From an optimization exercise on the open Yosys and OpenROAD flow, aimed at small area, a short achievable clock period and few clock cycles per item; shortcuts taken in it are not production practice.
RTL that was checked went through simulation tests only; none was proved equivalent to the original.
Power and IR drop assume default switching activity.

== v29 ==
Design snn_layer, start of the top module:
module snn_layer #(
  parameter int N_NEURONS  = snn_pkg::SNN_N_NEURONS,
  parameter int N_INPUTS   = snn_pkg::SNN_N_INPUTS,
  parameter int W_WIDTH    = snn_pkg::SNN_W_WIDTH,
  parameter int POT_WIDTH  = snn_pkg::SNN_POT_WIDTH,
  parameter int LEAK_SHIFT = snn_pkg::SNN_LEAK_SHIFT
) (
  input  logic                                   clock,
  input  logic                                   reset_n,
  input  logic                                   in_valid,
  output logic                                   in_ready,
  input  logic [$clog2(N_INPUTS)-1:0]            in_addr,
  input  logic                                   wr_en,
  input  logic [$clog2(N_INPUTS*N_NEURONS)-1:0]  wr_addr,
  input  logic [W_WIDTH-1:0]                     wr_data,
  input  logic [POT_WIDTH-1:0]                   threshold,
  input  logic                                   leak_tick,
  output logic                                   out_valid,
  input  logic                                   out_ready,
  output logic [$clog2(N_NEURONS)-1:0]           out_addr,
  output logic                                   busy
);
Settings: LEC_CHECK=0, CAP_MARGIN=20, CORE_MARGIN=2, CORE_UTILIZATION=30, CTS_BUF_LIST=sky130_fd_sc_hd__clkbuf_8, PLACE_DENSITY=0.5, SLEW_MARGIN=20; clock period 10.0 ns.
standard.sh (not shown) runs the stock make flow with config.mk's settings and CLKGATE_MAP_FILE= SYNTH_SCRIPT=/design/flow/synth_recipe.tcl, a recipe that flattens the netlist after the stock synthesis.
==> flow/flow/run.sh <==
#!/bin/bash
set -euo pipefail
bash standard.sh SETUP_SLACK_MARGIN=7 TNS_END_PERCENT=0 MATCH_CELL_FOOTPRINT=0 finish > standard_flow.log 2>&1
Testbench counts of v29, summed over its fixed seeds: cycles 2,116, events 1,920.
The inputs of v27 differ from those of v29 as listed below.
--- a/flow/design.v
+++ b/flow/design.v
@@ -103,23 +103,22 @@
   endfunction
   logic                   in_ready_q, out_valid_q, busy_q;
   logic [AW_N-1:0]        out_addr_q;
   logic [N_INPUTS-1:0]    s0_sel_q;
   logic                   s0_v_q, s0_lk_q;
   logic [P-1:0]           thr_q;                  
   logic [N_NEURONS*W-1:0] r_w_q;
   logic                   r_v_q, r_lk_q;
   logic                   lp_q;                 
   logic [P-1:0]           pr_q [N_NEURONS];       
   logic [N_NEURONS-1:0]   fm_q;                   
-  logic [N_NEURONS-1:0]   zl_q;                   
   logic                   fm_v_q;
   logic [N_NEURONS-1:0]   q_q [QD];
   logic [QD-1:0]          wp_q, rp_q;           
   logic [CW-1:0]          qn_q;                 
   logic [N_NEURONS-1:0]   rest_q;               
   logic                   acc_s, hold_s, lk_in_s;
   logic [AW_IN-1:0]       base_s, pos_in_s;
   logic                   wr_pend_s, wr_pend_d;
   logic [N_INPUTS-1:0]    sel_in_s;
   logic [N_INPUTS-1:0]    s0_sel_d;
   logic                   s0_v_d, s0_lk_d;
@@ -151,53 +150,51 @@
     .wr_addr      (wr_addr),
     .wr_data      (wr_data),
     .rd_sel       (rd_sel_s),
     .rd_row       (row_s),
     .base         (base_s),
     .wr_pend      (wr_pend_s),
     .wr_pend_next (wr_pend_d)
   );
   logic                   thr_min_s;
   logic [N_NEURONS-1:0]   fire_s;
   logic [P-1:0]           pr_d [N_NEURONS];
-  logic [N_NEURONS-1:0]   zl_d;
   assign thr_min_s = (thr_q == ~SAT_MIN);
   for (genvar k = 0; k < N_NEURONS; k++) begin : g_n
     logic [W-1:0] w_s;
     logic [P-1:0] pot_s;    
     logic [P+1:0] a_s;      
     logic [P+1:0] x_s;      
     logic [P+1:0] wx_s;     
     logic [P+1:0] t_s;      
     logic [P+1:0] s1_s, c1_s, s2_s, c2_s, s3_s, c3_s;
     logic [P:0]   u_s;      
     logic [P+1:0] d_s;      
     logic         ovn_s;
     assign w_s   = r_w_q[k*W +: W];
-    assign pot_s = {pr_q[k][P-1] && !fm_q[k], pr_q[k][P-2:0] & {(P-1){!zl_q[k]}}};
+    assign pot_s = pr_q[k] & {P{!fm_q[k]}};
     assign a_s   = {{2{pot_s[P-1]}}, pot_s};
     assign x_s   = {(P+2){lp_q}} & ~{{(S+2){pot_s[P-1]}}, pot_s[P-1:S]};
     assign wx_s  = {{(P+2-W){w_s[W-1]}}, w_s};
     assign t_s   = {{2{thr_q[P-1]}}, thr_q};
     assign s1_s  = a_s ^ x_s ^ wx_s;
     assign c1_s  = {((a_s & x_s) | (a_s & wx_s) | (x_s & wx_s)), lp_q};
     assign u_s   = s1_s[P:0] + c1_s[P:0];
-    assign ovn_s = !lp_q && w_s[W-1] && (pot_s[P-1:W-1] == {1'b1, {(P-W){1'b0}}}) && u_s[W-1];
+    assign ovn_s = u_s[P] && !u_s[P-1];
     assign s2_s  = a_s ^ wx_s ^ t_s;
     assign c2_s  = {((a_s & wx_s) | (a_s & t_s) | (wx_s & t_s)), 1'b1};
     assign s3_s  = s2_s ^ c2_s ^ x_s;
     assign c3_s  = {((s2_s & c2_s) | (s2_s & x_s) | (c2_s & x_s)), lp_q};
     assign d_s   = s3_s + c3_s;
     assign fire_s[k] = r_v_q && (!d_s[P+1] || thr_min_s);
-    assign pr_d[k]   = {u_s[P-1] || ovn_s, u_s[P-2:0]};
-    assign zl_d[k]   = fire_s[k] || ovn_s;
+    assign pr_d[k]   = ovn_s ? SAT_MIN : u_s[P-1:0];
   end
   logic                 q_ne_s, fm_ne_s, push_s, avail_s;
   logic [N_NEURONS-1:0] q_head_s, src_s, src_rest_s, rest_rest_s, rest_d;
   logic [AW_N-1:0]      src_idx_s, rest_idx_s, out_addr_d;
   logic                 out_valid_d, pop_s, fm_v_d;
   logic [QD-1:0]        wp_d, rp_d;
   logic [CW-1:0]        qn_d, m_s, k_s;
   logic                 busy_d, in_ready_d;
   logic                 free0_s, free1_s;
   logic [N_NEURONS-1:0] rest_c [2];
   logic [AW_N-1:0]      oa_c   [2];
@@ -262,44 +259,42 @@
       out_valid_q <= 1'b0;
       out_addr_q  <= '0;
       s0_sel_q    <= '0;
       s0_v_q      <= 1'b0;
       s0_lk_q     <= 1'b0;
       r_w_q       <= '0;
       r_v_q       <= 1'b0;
       r_lk_q      <= 1'b0;
       lp_q        <= 1'b0;
       fm_v_q      <= 1'b0;
       fm_q        <= '0;
-      zl_q        <= '0;
       wp_q        <= QD'(1);
       rp_q        <= QD'(1);
       qn_q        <= '0;
       rest_q      <= '0;
       for (int i = 0; i < N_NEURONS; i++) begin
         pr_q[i] <= '0;
       end
     end else begin
       in_ready_q  <= in_ready_d;
       out_valid_q <= out_valid_d;
       out_addr_q  <= out_addr_d;
       s0_sel_q    <= s0_sel_d;
       s0_v_q      <= s0_v_d;
       s0_lk_q     <= s0_lk_d;
       r_w_q       <= row_s;
       r_v_q       <= r_v_d;
       r_lk_q      <= r_lk_d;
       lp_q        <= r_lk_q;
       fm_v_q      <= fm_v_d;
       fm_q        <= fire_s;
-      zl_q        <= zl_d;
       wp_q        <= wp_d;
       rp_q        <= rp_d;
       qn_q        <= qn_d;
       rest_q      <= rest_d;
       for (int i = 0; i < N_NEURONS; i++) begin
         pr_q[i] <= pr_d[i];
       end
     end
   end
   always_ff @(posedge clock) begin
     busy_q <= busy_d;
### Flow results
v27 finished every step from synthesis to the final layout, and the layout passed the timing, design-rule and antenna checks. Going from v29 to v27, the routed length on met2 was found to have gone down by 2.0%. Re pre-CTS setup slack: v29 and v27 aren't equal, and the lower value belongs to v27. v27 against v29: total wire length after detailed routing was more or less identical, maximum vdd ir drop went up by about 6%, post-synthesis share of cell area spent on full adders, half adders and majority gates went up by 0.42 points. From v29 to v27 the numbers moved as follows: filler cell count in the final layout lost 290, net load switching power lost about 6.4%, hold slack lost 0.018 ns, total power lost about 4.5%, share of the clock period used by the worst path after layout picked up an extra 5.8 points. Sequential portion of the cell area in v27 vs v29: up 0.21 points. Sort v29 and v27 by number of gates on the worst path with buffers counted asc -> top: v29. Compared to v29, v27 leaves more free space in the core.
The RTL of v27 was laid out without a check of its function.

---

## birch
Another version of the RTL of snn_layer (not shown whole).
Size: about 49 I/O pins, about 110000 µm² of cells after synthesis.
clock: 10.0 ns
lec_check: 0
cap_margin: 20
core_margin: 2
core_utilization: 50
cts_buf_list: sky130_fd_sc_hd__clkbuf_8
place_density: 0.65
slew_margin: 20
Scripts as last shown in full above: flow/flow/run.sh
Inputs modified between birch and maple:
diff --git a/flow/design.v b/flow/design.v
--- a/flow/design.v
+++ b/flow/design.v
@@ -107,19 +107,19 @@
   logic [N_INPUTS-1:0]    s0_sel_q;             
   logic                   s0_v_q, s0_lk_q;
   logic [P-1:0]           thr_q;                  
   logic [P-1:0]           thr2_q;                 
   logic [N_NEURONS*W-1:0] r_w_q;
   logic                   r_v_q, r_lk_q;
   logic [N_NEURONS-1:0]   lp_q;                 
   logic [P-1:0]           pr_q [N_NEURONS];       
   logic [N_NEURONS-1:0]   fm_q;                   
-  logic [N_NEURONS-1:0]   zl_q;                   
+  logic [N_NEURONS-1:0]   lv_q;                   
   logic                   fm_v_q;
   logic [N_NEURONS-1:0]   q_q [QD];
   logic [QD-1:0]          wp_q, rp_q;           
   logic [CW-1:0]          qn_q;                 
   logic [N_NEURONS-1:0]   rest_q;               
   logic                   acc_s, hold_s, lk_in_s;
   logic [AW_IN-1:0]       base_s;
   logic                   wr_pend_s, wr_pend_d;
   logic [N_INPUTS-1:0]    sel_in_s;
@@ -156,49 +156,49 @@
     .rd_sel       (rd_sel_s),
     .rd_row       (row_s),
     .base         (base_s),
     .wr_pend      (wr_pend_s),
     .wr_pend_next (wr_pend_d)
   );
   logic                   thr_min_s;
   logic [N_NEURONS-1:0]   fire_s;
   logic [P-1:0]           pr_d [N_NEURONS];
-  logic [N_NEURONS-1:0]   zl_d;
+  logic [N_NEURONS-1:0]   lv_d;
   logic [N_NEURONS-1:0]   lp_d;
   assign thr_min_s = (thr_q == ~SAT_MIN);
   for (genvar k = 0; k < N_NEURONS; k++) begin : g_n
     logic [W-1:0] w_s;
     logic [P-1:0] thr_k;
     logic [P-1:0] pot_s;    
     logic [P+1:0] a_s;      
     logic [P+1:0] x_s;      
     logic [P+1:0] wx_s;     
     logic [P+1:0] t_s;      
     logic [P+1:0] s1_s, c1_s;
     logic [P:0]   u_s;      
     logic [P+1:0] d_s;      
     logic         ovn_s;
     assign w_s   = r_w_q[k*W +: W];
-    assign pot_s = {pr_q[k][P-1] && !fm_q[k], pr_q[k][P-2:0] & {(P-1){!zl_q[k]}}};
+    assign pot_s = {pr_q[k][P-1] && !fm_q[k], pr_q[k][P-2:0] & {(P-1){lv_q[k]}}};
     assign a_s   = {{2{pot_s[P-1]}}, pot_s};
     assign x_s   = {(P+2){lp_q[k]}} & ~{{(S+2){pot_s[P-1]}}, pot_s[P-1:S]};
     assign wx_s  = {{(P+2-W){w_s[W-1]}}, w_s};
     assign thr_k = (k < N_NEURONS / 2) ? thr_q : thr2_q;
     assign t_s   = {{2{thr_k[P-1]}}, thr_k};
     assign s1_s  = a_s ^ x_s ^ wx_s;
     assign c1_s  = {((a_s & x_s) | (a_s & wx_s) | (x_s & wx_s)), lp_q[k]};
     assign u_s   = s1_s[P:0] + c1_s[P:0];
     assign ovn_s = !lp_q[k] && w_s[W-1] && (pot_s[P-1:W-1] == {1'b1, {(P-W){1'b0}}}) && u_s[W-1];
     assign d_s   = a_s + wx_s + t_s + (P+2)'(1) + x_s + (P+2)'(lp_q[k]);
     assign lp_d[k] = r_lk_q && !fire_s[k];
     assign fire_s[k] = r_v_q && (!d_s[P+1] || thr_min_s);
     assign pr_d[k]   = {u_s[P-1] || ovn_s, u_s[P-2:0]};
-    assign zl_d[k]   = fire_s[k] || ovn_s;
+    assign lv_d[k]   = !(fire_s[k] || ovn_s);
   end
   logic                 q_ne_s, fm_ne_s, push_s, avail_s;
   logic [N_NEURONS-1:0] q_head_s, src_s, src_rest_s, rest_rest_s, rest_d;
   logic [AW_N-1:0]      src_idx_s, rest_idx_s, out_addr_d;
   logic                 out_valid_d, pop_s, fm_v_d;
   logic [QD-1:0]        wp_d, rp_d;
   logic [CW-1:0]        qn_d, m_s, k_s;
   logic                 busy_d, in_ready_d;
   logic                 free0_s, free1_s;
@@ -273,38 +273,38 @@
       s0_sel_q    <= '0;
       s0_v_q      <= 1'b0;
       s0_lk_q     <= 1'b0;
       r_w_q       <= '0;
       r_v_q       <= 1'b0;
       r_lk_q      <= 1'b0;
       lp_q        <= '0;
       fm_v_q      <= 1'b0;
       fm_q        <= '1;
-      zl_q        <= '1;
+      lv_q        <= '0;
       wp_q        <= QD'(1);
       rp_q        <= QD'(1);
       qn_q        <= '0;
       rest_q      <= '0;
     end else begin
       in_ready_q  <= in_ready_d;
       out_valid_q <= out_valid_d;
       out_addr_q  <= out_addr_d;
       s0_pos_q    <= s0_pos_d;
       s0_sel_q    <= s0_sel_d;
       s0_v_q      <= s0_v_d;
       s0_lk_q     <= s0_lk_d;
       r_w_q       <= row_s;
       r_v_q       <= r_v_d;
       r_lk_q      <= r_lk_d;
       lp_q        <= lp_d;
       fm_v_q      <= fm_v_d;
       fm_q        <= fire_s;
-      zl_q        <= zl_d;
+      lv_q        <= lv_d;
       wp_q        <= wp_d;
       rp_q        <= rp_d;
       qn_q        <= qn_d;
       rest_q      <= rest_d;
     end
   end
   always_ff @(posedge clock) begin
     busy_q <= busy_d;
     for (int i = 0; i < N_NEURONS; i++) begin
--- outcome ---
maple did not stop at any stage, and its layout met the timing, design-rule and antenna checks.
Met3 usage | maple above birch
Changes observed in maple relative to birch: final area has remained practically unchanged, count of multi-input combinational gates did not really move, fraction of the cycle the final worst path needs now sits lower.
First-iteration DRC count delta (maple − birch): favourable
Testbench counts of maple, summed over its fixed seeds: cycles 2,116, events 1,920.
For birch, only the layout was checked, not whether the RTL still works.

---

== v6 ==
RTL: one of the versions met above, not the one the previous note started from.
For scale: roughly 2700 flip-flops, ~49 I/O pins.
clock: 10.0 ns
lec_check: 0
cap_margin: 20
core_margin: 2
core_utilization: 50
cts_buf_list: sky130_fd_sc_hd__clkbuf_8
place_density: 0.65
slew_margin: 20
Scripts as last shown in full above: flow/flow/run.sh
Testbench counts of v6, summed over its fixed seeds: cycles 2,116, events 1,920.
Edits applied to the flow inputs when going from v6 to v7:
--- a/flow/design.v
+++ b/flow/design.v
@@ -161,39 +161,35 @@
   logic [P-1:0]           pr_d [N_NEURONS];
   logic [N_NEURONS-1:0]   zl_d;
   assign thr_min_s = (thr_q == ~SAT_MIN);
   for (genvar k = 0; k < N_NEURONS; k++) begin : g_n
     logic [W-1:0] w_s;
     logic [P-1:0] pot_s;    
     logic [P+1:0] a_s;      
     logic [P+1:0] x_s;      
     logic [P+1:0] wx_s;     
     logic [P+1:0] t_s;      
-    logic [P+1:0] s1_s, c1_s, s2_s, c2_s, s3_s, c3_s;
+    logic [P+1:0] s1_s, c1_s;
     logic [P:0]   u_s;      
     logic [P+1:0] d_s;      
     logic         ovn_s;
     assign w_s   = r_w_q[k*W +: W];
     assign pot_s = {pr_q[k][P-1] && !fm_q[k], pr_q[k][P-2:0] & {(P-1){!zl_q[k]}}};
     assign a_s   = {{2{pot_s[P-1]}}, pot_s};
     assign x_s   = {(P+2){lp_q}} & ~{{(S+2){pot_s[P-1]}}, pot_s[P-1:S]};
     assign wx_s  = {{(P+2-W){w_s[W-1]}}, w_s};
     assign t_s   = {{2{thr_q[P-1]}}, thr_q};
     assign s1_s  = a_s ^ x_s ^ wx_s;
     assign c1_s  = {((a_s & x_s) | (a_s & wx_s) | (x_s & wx_s)), lp_q};
     assign u_s   = s1_s[P:0] + c1_s[P:0];
     assign ovn_s = !lp_q && w_s[W-1] && (pot_s[P-1:W-1] == {1'b1, {(P-W){1'b0}}}) && u_s[W-1];
-    assign s2_s  = a_s ^ wx_s ^ t_s;
-    assign c2_s  = {((a_s & wx_s) | (a_s & t_s) | (wx_s & t_s)), 1'b1};
-    assign s3_s  = s2_s ^ c2_s ^ x_s;
-    assign c3_s  = {((s2_s & c2_s) | (s2_s & x_s) | (c2_s & x_s)), lp_q};
-    assign d_s   = s3_s + c3_s;
+    assign d_s   = a_s + wx_s + t_s + (P+2)'(1) + x_s + (P+2)'(lp_q);
     assign fire_s[k] = r_v_q && (!d_s[P+1] || thr_min_s);
     assign pr_d[k]   = {u_s[P-1] || ovn_s, u_s[P-2:0]};
     assign zl_d[k]   = fire_s[k] || ovn_s;
   end
   logic                 q_ne_s, fm_ne_s, push_s, avail_s;
   logic [N_NEURONS-1:0] q_head_s, src_s, src_rest_s, rest_rest_s, rest_d;
   logic [AW_N-1:0]      src_idx_s, rest_idx_s, out_addr_d;
   logic                 out_valid_d, pop_s, fm_v_d;
   logic [QD-1:0]        wp_d, rp_d;
   logic [CW-1:0]        qn_d, m_s, k_s;
[summary]
Delta (v7 minus v6): synthesized area decreased about 2.1%, wire length of the first global-routing pass decreased about 1.4%, share of power burned in combinational logic increased 0.5 points, die area decreased 4700 sq um, clock-pin slew on the worst setup and hold paths essentially unchanged.
Summary of v7 over v6: sequential cell area held steady; total number of vias fell by 2348.
Testbench counts of v7, summed over its fixed seeds: cycles 2,116, events 1,920.

==> what the ideal ports hide <==
The flow's constraints put no driver on any port. The routed layouts listed below were extracted and timed again, unchanged, in two steps. Step 1 (the two cells are an assumption about what drives the block):
set clk [get_ports {clock}]
set_driving_cell -lib_cell sky130_fd_sc_hd__clkbuf_16 $clk
set_driving_cell -lib_cell sky130_fd_sc_hd__buf_2 [delete_from_list [all_inputs] $clk]
Step 2 adds t to the input delays and takes it off the output delays; t is the mean of the earliest and latest rising clock arrival at the registers after step 1. Input paths then give back, and output paths get back, about the clock's delay inside the block. Three values: ideal ports, drivers, drivers and shift; two values: the first two.
run	t, ns	slack for setup (ns)	worst slew at a driven data input, ns
v29	1.071	6.305 / 6.287 / 5.414	0.10
v27	1.058	5.729 / 5.729 / 4.985	0.10
birch	1.153	6.173 / 6.084 / 5.821	0.06
maple	1.143	6.263 / 6.220 / 5.662	0.25
v6	1.148	6.284 / 6.241 / 5.425	0.05
v7	1.139	6.283 / 6.222 / 5.542	0.05
After both steps setup and hold are still met in every run listed. For v29, which loses most, drivers alone change the setup slack by -0.018 ns; drivers and shift together by -0.891 ns.
